What follows belongs to an exercise in optimizing a design on an open flow for small area, a short achievable clock period and few clock cycles; a production flow would make more cautious choices.
The RTL was checked by simulation tests, not by an equivalence proof against the original design.
Power figures rest on the tool's default switching activity, not on a simulated workload.

==> design/flow/design.v <==
module icache_ctrl #(
  parameter int unsigned LINES       = 16,
  parameter int unsigned MEM_LATENCY = 1
) (
  input  logic         clk,
  input  logic         reset,
  input  logic         pc_valid,
  input  logic [31:0]  pc,
  input  logic         flush,
  output logic [31:0]  inst,
  output logic         inst_valid,
  output logic         stall,
  output logic [31:0]  mem_address,
  input  logic [127:0] mem_dataline,
  output logic [31:0]  hit_count,
  output logic [31:0]  miss_count
);
  localparam int unsigned IDX   = $clog2(LINES);
  localparam int unsigned TAG_W = 28 - IDX;
  logic [27:0]        buf_line_q;     
  logic               buf_ok_q;       
  logic               cont_q;         
  logic               first_q;        
  logic               idx_eq_q;       
  logic               tag_miss_q;     
  logic [IDX:0]       carry;          
  logic [6:0]         line_ne;
  logic               buf_hit;
  logic               hit_en;
  logic               stall_en;
  logic               stall_hit;
  logic               served;
  logic               idx_eq;
  logic               next_lo;
  logic               lo_en;
  logic               idx_ne;
  logic               req;
  logic               start;
  logic [31:0]        hit_count_q;
  logic [31:0]        miss_count_q;
  logic               miss_add_q;
  logic [32:0]        hit_carry;
  logic [32:0]        miss_carry;
  logic [31:0]        miss_sum;
  logic [LINES-1:0]   valid_q;
  logic [TAG_W-1:0]   tag_q [LINES];
  logic [IDX-1:0]     buf_idx;
  logic [TAG_W-1:0]   buf_tag;
  logic [TAG_W-1:0]   slot_tag;
  logic               slot_valid;
  logic [LINES-1:0]   idx_oh;         
  logic [3:0]         word_oh;        
  logic               buf_present;
  logic               pc_present;
  logic               new_miss;
  logic               fill;
  logic               fill_q;         
  logic               fill_same_q;    
  logic [IDX-1:0]     fill_idx;       
  assign req     = pc_valid && !flush && !reset;
  assign start   = req && !cont_q;
  for (genvar g = 0; g < 7; g++) begin : g_line_ne
    icache_ctrl_ne4 u_ne (.a(pc[4+4*g +: 4]), .b(buf_line_q[4*g +: 4]), .ne(line_ne[g]));
  end
  assign hit_en  = buf_ok_q && pc_valid && !flush && !reset;
  assign stall_en = buf_ok_q && !flush;
  icache_ctrl_match u_match_iv (.ne(line_ne), .en(hit_en),   .match(inst_valid));
  icache_ctrl_match u_match_st (.ne(line_ne), .en(stall_en), .match(stall_hit));
  icache_ctrl_match u_match    (.ne(line_ne), .en(buf_ok_q), .match(buf_hit));
  assign stall      = pc_valid && !reset && !stall_hit;
  assign served     = req && buf_hit;         
  icache_ctrl_prefix #(IDX) u_carry (.a(buf_line_q[IDX-1:0]), .p(carry));
  icache_ctrl_ne4 u_idx_ne (.a(pc[3+IDX:4]), .b(buf_line_q[IDX-1:0]), .ne(idx_ne));
  assign idx_eq  = !idx_ne;
  assign lo_en   = buf_ok_q && pc[3] && pc[2] && !carry[IDX];
  icache_ctrl_nor2 u_next_lo (.a(idx_ne), .b(!lo_en), .y(next_lo));
  always_comb begin
    mem_address[3:0] = 4'b0000;
    for (int i = 0; i < IDX; i++)
      mem_address[4+i] = pc[4+i] ^ (next_lo && carry[i]);
    mem_address[31:4+IDX] = pc[31:4+IDX];
  end
  assign buf_idx     = buf_line_q[IDX-1:0];
  assign buf_tag     = buf_line_q[27:IDX];
  for (genvar j = 0; j < LINES; j++) begin : g_idx_oh
    assign idx_oh[j] = (buf_idx == IDX'(j));
  end
  for (genvar b = 0; b < TAG_W; b++) begin : g_slot
    logic [LINES-1:0] col;
    for (genvar j = 0; j < LINES; j++) begin : g_col
      assign col[j] = tag_q[j][b];
    end
    icache_ctrl_sel16 u_sel (.sel(idx_oh), .d(col), .y(slot_tag[b]));
  end
  icache_ctrl_sel16 u_sel_valid (.sel(idx_oh), .d(valid_q), .y(slot_valid));
  assign buf_present = fill_same_q || (slot_valid && (slot_tag == buf_tag));
  assign pc_present  = fill_same_q ? !(|line_ne[6:1])
                                   : (slot_valid && (slot_tag == pc[31:4+IDX]));
  assign new_miss = (start && buf_hit && !buf_present) ||
                    (first_q && (idx_eq_q ? tag_miss_q : !buf_present));
  assign fill = served && !buf_present;
  assign fill_idx = fill_same_q ? buf_idx : buf_idx - IDX'(1);
  icache_ctrl_prefix #(32) u_hit_carry  (.a(hit_count_q),  .p(hit_carry));
  icache_ctrl_prefix #(32) u_miss_carry (.a(miss_count_q), .p(miss_carry));
  assign miss_sum = miss_count_q ^ ({32{miss_add_q && !miss_carry[32]}} & miss_carry[31:0]);
  assign hit_count  = hit_count_q;
  assign miss_count = miss_sum;
  for (genvar w = 0; w < 4; w++) begin : g_word_oh
    assign word_oh[w] = (pc[3:2] == 2'(w));
  end
  for (genvar b = 0; b < 32; b++) begin : g_inst
    icache_ctrl_sel4 u_sel (.sel(word_oh),
                            .d({mem_dataline[b], mem_dataline[32+b], mem_dataline[64+b],
                                mem_dataline[96+b]}),
                            .y(inst[b]));
  end
  always_ff @(posedge clk or posedge reset) begin
    if (reset) begin
      buf_ok_q     <= 1'b0;
      cont_q       <= 1'b0;
      first_q      <= 1'b0;
      hit_count_q  <= 32'h0;
      miss_count_q <= 32'h0;
      miss_add_q   <= 1'b0;
      valid_q      <= '0;
      fill_q       <= 1'b0;
      fill_same_q  <= 1'b0;
    end else begin
      buf_ok_q <= !flush;
      cont_q   <= req && !buf_hit;
      first_q  <= start && !buf_hit;
      hit_count_q  <= hit_count_q ^ ({32{served && !hit_carry[32]}} & hit_carry[31:0]);
      miss_add_q   <= new_miss;
      miss_count_q <= miss_sum;
      fill_q <= fill;
      fill_same_q <= fill && !(pc[3] && pc[2] && !carry[IDX]);
      if (flush)
        valid_q <= '0;
      else if (fill_q)
        valid_q[fill_idx] <= 1'b1;
    end
  end
  always_ff @(posedge clk) begin
    buf_line_q <= mem_address[31:4];
    idx_eq_q   <= idx_eq;
    tag_miss_q <= !pc_present;
    if (fill_q)
      tag_q[fill_idx] <= buf_tag;
  end
endmodule
module icache_ctrl_prefix #(
  parameter int unsigned N = 28
) (
  input  logic [N-1:0] a,
  output logic [N:0]   p
);
  localparam int unsigned G = (N + 3) / 4;
  logic [G-1:0] grp;        
  logic [G:0]   below;      
  for (genvar k = 0; k < G; k++) begin : g_grp
    localparam int unsigned W = (4*k + 4 <= N) ? 4 : N - 4*k;
    icache_ctrl_and #(W) u_g (.a(a[4*k +: W]), .y(grp[k]));
  end
  for (genvar k = 0; k <= G; k++) begin : g_below
    if (k == 0) begin : g_none
      assign below[k] = 1'b1;
    end else if (k == 1) begin : g_one
      assign below[k] = grp[0];
    end else if (k <= 4) begin : g_low
      icache_ctrl_and #(k) u_b (.a(grp[k-1:0]), .y(below[k]));
    end else begin : g_high
      logic high;
      if (k == 5) begin : g_h1
        assign high = grp[4];
      end else begin : g_hn
        icache_ctrl_and #(k-4) u_h (.a(grp[k-1:4]), .y(high));
      end
      icache_ctrl_and #(2) u_b (.a({below[4], high}), .y(below[k]));
    end
  end
  for (genvar i = 0; i <= N; i++) begin : g_p
    if (i % 4 == 0) begin : g_whole
      assign p[i] = below[i/4];
    end else if (i < 4) begin : g_first
      icache_ctrl_and #(i) u_p (.a(a[i-1:0]), .y(p[i]));
    end else begin : g_part
      icache_ctrl_and #(i % 4 + 1) u_p (.a({below[i/4], a[i-1:i-i%4]}), .y(p[i]));
    end
  end
endmodule
module icache_ctrl_and #(
  parameter int unsigned N = 2
) (
  input  logic [N-1:0] a,
  output logic         y
);
  assign y = &a;
endmodule
module icache_ctrl_ne4 (
  input  logic [3:0] a,
  input  logic [3:0] b,
  output logic       ne
);
  assign ne = (a != b);
endmodule
module icache_ctrl_match (
  input  logic [6:0] ne,
  input  logic       en,
  output logic       match
);
  logic [3:0] none;
  icache_ctrl_nor2 u_n0 (.a(ne[0]), .b(ne[1]), .y(none[0]));
  icache_ctrl_nor2 u_n1 (.a(ne[2]), .b(ne[3]), .y(none[1]));
  icache_ctrl_nor2 u_n2 (.a(ne[4]), .b(ne[5]), .y(none[2]));
  icache_ctrl_nor2 u_n3 (.a(ne[6]), .b(!en),   .y(none[3]));
  icache_ctrl_and4 u_a  (.a(none), .y(match));
endmodule
module icache_ctrl_nor2 (
  input  logic a,
  input  logic b,
  output logic y
);
  assign y = !(a || b);
endmodule
module icache_ctrl_and4 (
  input  logic [3:0] a,
  output logic       y
);
  assign y = &a;
endmodule
module icache_ctrl_sel16 (
  input  logic [15:0] sel,
  input  logic [15:0] d,
  output logic        y
);
  logic [3:0] part;
  for (genvar k = 0; k < 4; k++) begin : g_part
    icache_ctrl_sel4 u_s (.sel(sel[4*k +: 4]), .d(d[4*k +: 4]), .y(part[k]));
  end
  icache_ctrl_or4 u_o (.a(part), .y(y));
endmodule
module icache_ctrl_or4 (
  input  logic [3:0] a,
  output logic       y
);
  assign y = |a;
endmodule
module icache_ctrl_sel4 (
  input  logic [3:0] sel,
  input  logic [3:0] d,
  output logic       y
);
  assign y = |(sel & d);
endmodule
==> design/flow/flow/run.sh <==
#!/bin/bash
# Own layout flow: the standard synthesis unchanged, then the standard ORFS
# layout with sizing not tied to cell footprints, minimum-size port buffers
# (the repair upsizes them where timing needs it), and a clock tree with
# larger sink clusters (fewer leaf buffers) and no dummy loads.
# Each tool's output goes to synth.log and layout.log here; ORFS also keeps
# its per-step logs under orfs/logs.
set -euo pipefail
cd "$(dirname "$0")/.."
bash standard.sh synth > synth.log 2>&1
bash standard.sh \
  MATCH_CELL_FOOTPRINT=0 \
  "BUFFER_PORTS_ARGS=-buffer_cell sky130_fd_sc_hd__buf_1" \
  "CTS_ARGS=-sink_clustering_enable -repair_clock_nets -dont_use_dummy_load -buf_list sky130_fd_sc_hd__clkbuf_16 -sink_clustering_size 26 -sink_clustering_max_diameter 90" \
  finish > layout.log 2>&1
==> design/flow/standard.sh <==
#!/bin/bash
# synth_recipe.tcl (not shown) runs the flow's synth.tcl, then flattens the netlist and writes it again
# the make line also repeats each setting of config.mk as NAME=value (left out here)
make -C /OpenROAD-flow-scripts/flow DESIGN_CONFIG=/design/flow/config.mk WORK_HOME=/design/flow/orfs CLKGATE_MAP_FILE= SYNTH_SCRIPT=/design/flow/synth_recipe.tcl "${@:-finish}"
==> design/flow/config.mk <==
export PLATFORM = sky130hd
export DESIGN_NAME = icache_ctrl
export DESIGN_NICKNAME = icache_ctrl
export VERILOG_FILES = /design/flow/design.v
export SDC_FILE = /design/flow/constraint.sdc
export NUM_CORES = 4
export LEC_CHECK = 0
export CAP_MARGIN = 20
export CORE_MARGIN = 2
export CORE_UTILIZATION = 40
export SETUP_SLACK_MARGIN = 2.3
export SLEW_MARGIN = 20
export SYNTH_HIERARCHICAL = 1
==> design/flow/constraint.sdc <==
create_clock -name core_clock -period 6.0 [get_ports {clk}]
set_input_delay 1.2000 -clock core_clock [delete_from_list [all_inputs] [get_ports {clk}]]
set_output_delay 1.2000 -clock core_clock [all_outputs]
set_load 0.01 [all_outputs]
==> impl_results.md <==
* H-tree level count at 1
* Clk Latency, worst-skew pair at between 0.5 and 0.6 ns
* Vias per cell at 5.605
* Unique cell type count in the Yosys netlist at 51
* Synth-to-Final Area Change at 15.34%
* Result of the run: complete, no violations
* Pin count of the biggest net entering global routing at 45
* Clk Tree Root Cell: sky130_fd_sc_hd__clkbuf_16
* Total power at 6.118 mW
* Number of buffers inserted during clock tree synthesis at 24
* Proportion of netlist area held by the largest area contributor at 0.5572
* Core area at 51200 sq um
* DRC violation count after routing at 0
* Slew Viols, Final at 0
* Arr. time, crit path at 2.47 ns
* 1st-pass router iterations at 5
* Vertical extent of the die at between 200 and 250 um
* Number of max-capacitance violations reported at 0
* Synth Area per Inst at between 10 and 15 sq um
* Slew at the pin closest to its max-slew limit at between 1 and 1.5 ns
* P per Cell Area at 256.3 nW/um^2
* Effective utilization at floorplan at 0.4042
* Average detailed-routed wire length per instance at 22.86 um
* EDFF count, synth at 384
* Sinks on Clock Net at 500
* Share of synthesized area occupied by flip-flops and latches at 0.6902
* Fin. Hold Viols at 0
* Normalized max-slew margin at 0.2823
* IO Count at 294
* Area of the mapped netlist at between 20000 and 25000 sq um
* Accumulated negative setup slack at 0 ns
* Yosys Warn Count at 7
* Number of cells produced by synthesis at about 1500
* CP startpoint: pc[31]
* Library cell with the largest summed area after synthesis: sky130_fd_sc_hd__edfxtp_1
* Cell row count at 83
* Overall track demand over capacity in global routing at 0.2040
* CP required at 4.80 ns
* Static leakage at 8.622 nW
* Reg-to-reg startpoint: buf_line_q[0]
* Reg2Reg Setup Slack at 2.35 ns
* Half-perimeter wire length after detailed placement at 36050 um
* Global-route wire length before repair at 81840 um
* Antenna violations before repair at 5
* Fraction of layout instances using a drive strength above 1 at 0.1276
* Hold path startpoint: cont_q
* Total length of routed wires at 56500 um
* Critical Path End Type: output port
* Share of flip-flops with an asynchronous set or reset at 0.1720
* Startpoint-to-endpoint class of the critical path: input port to output port
* CTS tree: built
* Cell with the most instances after synthesis: sky130_fd_sc_hd__edfxtp_1
* Worst r2r dst: miss_add_q
* Vias in the first global route at 13400
* Maximum clock frequency at 272.2 MHz
* Port Buf Inserts at approximately 290
* Flip-flop cell with the highest count after synthesis: sky130_fd_sc_hd__edfxtp_1
* Maximum clock path buffer count at 3
* Dominant cells by area after synthesis: sky130_fd_sc_hd__edfxtp_1, sky130_fd_sc_hd__dfrtp_1, sky130_fd_sc_hd__a22oi_1
* Startpoint type of the worst setup path: input port
* Most instantiated cells after synthesis: sky130_fd_sc_hd__edfxtp_1, sky130_fd_sc_hd__a22oi_1, sky130_fd_sc_hd__nand2_1
* Worst setup path end: stall
* Cts-stage hold buffer count at 0
* Max Fanout on Critical Path at 4
* Worst clock skew at around 0.060 ns
* Final Cycle Share at 0.6124
* Post-route antenna net violation count at 0
* Length in cells of the worst reg-to-reg path at 12
* Final setup vio count at 0
* Clock period minus final worst setup slack at 3.674 ns
* Vias after detailed routing at 13850
* Worst IR drop on VDD at just under 0.0002 V
* Flops & latches, synth at 500
* Unrepaired setup endpoints after global routing: true
* Residual overflow from global routing at 0
* Final-stage net count at 1961
* DRC marker count from the first detailed-route iteration at 1256
* Full die area at ~54000 sq um
* Clock slew at reported path FFs at 0.10 ns
* Class of the most critical hold timing path: register to register
* Placer's final routability congestion estimate at ~0.79
* Die width at ~230 um
-- worst max-delay path: stages --
cell and delay (ns):
sky130_fd_sc_hd__buf_1 0.25, sky130_fd_sc_hd__xnor2_1 0.10, sky130_fd_sc_hd__nand4_1 0.11, sky130_fd_sc_hd__buf_4 0.15
sky130_fd_sc_hd__nor2_1 0.05, sky130_fd_sc_hd__and4_1 0.21, sky130_fd_sc_hd__nor3b_1 0.19, sky130_fd_sc_hd__buf_1 0.22
-- cell type report --
type	count	area (sq um)
timing repair buffer	337	1554
multi-input combinational	912	6485
clock buffer	24	600.6
fill	4566	27330
antenna	4	10.01
inverter	14	53.80
tap	680	850.8
sequential	500	14320
-- modules after synthesis, one instance, submodules excluded, excerpt --
module	flops+latches	cell area [sq um]	copies in the design
icache_ctrl_and4	0	8.758	3
icache_ctrl_ne4	0	41.29	8
icache_ctrl_sel4	0	18.77	132
icache_ctrl	500	16910	1
icache_ctrl_or4	0	7.507	25
icache_ctrl_match	0	3.754	3
icache_ctrl_nor2	0	3.754	13
-- repair_timing --
action	4_1_cts	5_1_grt
endpoints found under the setup margin	74	63
endpoints found under the hold margin	0	0
gates resized for setup	96	65
gates cloned	2	0
buffers inserted	22	5
pin swaps	11	6
-- worst min path at each step --
stage                    to  depth (start not counted)
global route        first_q                          1
floorplan           first_q                          1
detailed placement  first_q                          1
global placement    first_q                          1
finish              first_q                          1
CTS                 first_q                          1
-- placed cells by master, fill, tap and decap left out, types with 18 or more instances in the layout --
cell type,n
sky130_fd_sc_hd__and3_1,26
sky130_fd_sc_hd__clkbuf_16,24
sky130_fd_sc_hd__a22oi_1,264
sky130_fd_sc_hd__buf_1,232
sky130_fd_sc_hd__xnor2_1,103
sky130_fd_sc_hd__edfxtp_1,384
sky130_fd_sc_hd__clkbuf_2,45
sky130_fd_sc_hd__nor2_1,32
sky130_fd_sc_hd__dfrtp_1,85
sky130_fd_sc_hd__and4_1,35
sky130_fd_sc_hd__xnor2_2,28
sky130_fd_sc_hd__and2_1,35
sky130_fd_sc_hd__buf_4,50
sky130_fd_sc_hd__or4_1,24
sky130_fd_sc_hd__nand2_1,208
sky130_fd_sc_hd__nor2_4,19
sky130_fd_sc_hd__xor2_1,18
-- cells by family (layout without fill, tap and decap cells) --
family                     count (synthesis)  count (layout)  share of synthesized area
AOI/OAI and AO/OA                        297             297                     0.1091
xor gates and xnor gates                 151             151                    0.06530
adders and majority gates                  8               8                   0.004837
buffers and inverters                     65             375                    0.01953
DFF                                      500             500                     0.6902
other                                      4              11                  0.0007253
and+or+nand+nor                          447             449                     0.1103
-- metal layers --
metal | up-vias | track usage | wire length, um
li1 | 6222 | - | -
met1 | 6945 | 0.2615 | 22850
met2 | 578 | 0.3520 | 27490
met3 | 102 | 0.02940 | 4260
met4 | 2 | 0.07419 | 1887
met5 | - | 0 | 13
-- sequential cells by signal (all words and copies together) (netlist names) --
name,count
miss_add_q,1
miss_count_q,32
cont_q,1
idx_eq_q,1
first_q,1
fill_same_q,1
fill_q,1
buf_ok_q,1
buf_line_q,28
hit_count_q,32
valid_q,16
tag_q,384
tag_miss_q,1
-- metrics by stage --
stage / hold WS [ns] / utilization / cell area [sq um] / setup WS, ns / cells
5_1_grt: 0.4786 / 0.4662 / 23870 / 2.204 / 2470
4_1_cts: 0.4520 / 0.4612 / 23610 / 2.212 / 2462
3_5_place_dp: 0.4280 / 0.4415 / 22600 / 1.365 / 2414
3_3_place_gp: 0.4187 / 0.4411 / 22580 / 1.425 / 2413
6_report: 0.4483 / 0.4662 / 23870 / 2.326 / 2471
2_1_floorplan: 0.4048 / - / 20710 / 2.402 / 1475
-- report_power, final --
group	leakage [nW]	switching, mW	internal [mW]	total, mW
Combinational	3.43	0.337	0.234	0.572
Sequential	4.89	0.0597	3.75	3.81
Clock	0.296	1.02	0.716	1.74
Total	8.62	1.42	4.70	6.12
Testbench counts, summed over its fixed seeds: cycles 37,210.

==> what the ideal ports hide <==
The flow's constraints put no driver on any port. The routed layout listed below was extracted and timed again, unchanged, in two steps. Step 1, drivers: a clkbuf_16 drives clk and a buf_2 each remaining input, both assumed. Step 2 also shifts input and output timing later by t, the mid clock arrival at the registers, as if the neighbouring blocks saw the same clock. Slacks: ideal ports / drivers / drivers and shift; pairs: ideal ports / drivers.
t, ns: 0.611
setup slack, ns: 2.326 / 2.305 / 2.305
clock arrival spread, ns: 0.060 / 0.060
worst slew at a driven data input, ns: 0.08
cell pins on the clock port's net: 1
After both steps setup and hold are still met in this run. The setup slack of this run moves by -0.021 ns with the drivers and by -0.021 ns with both steps.
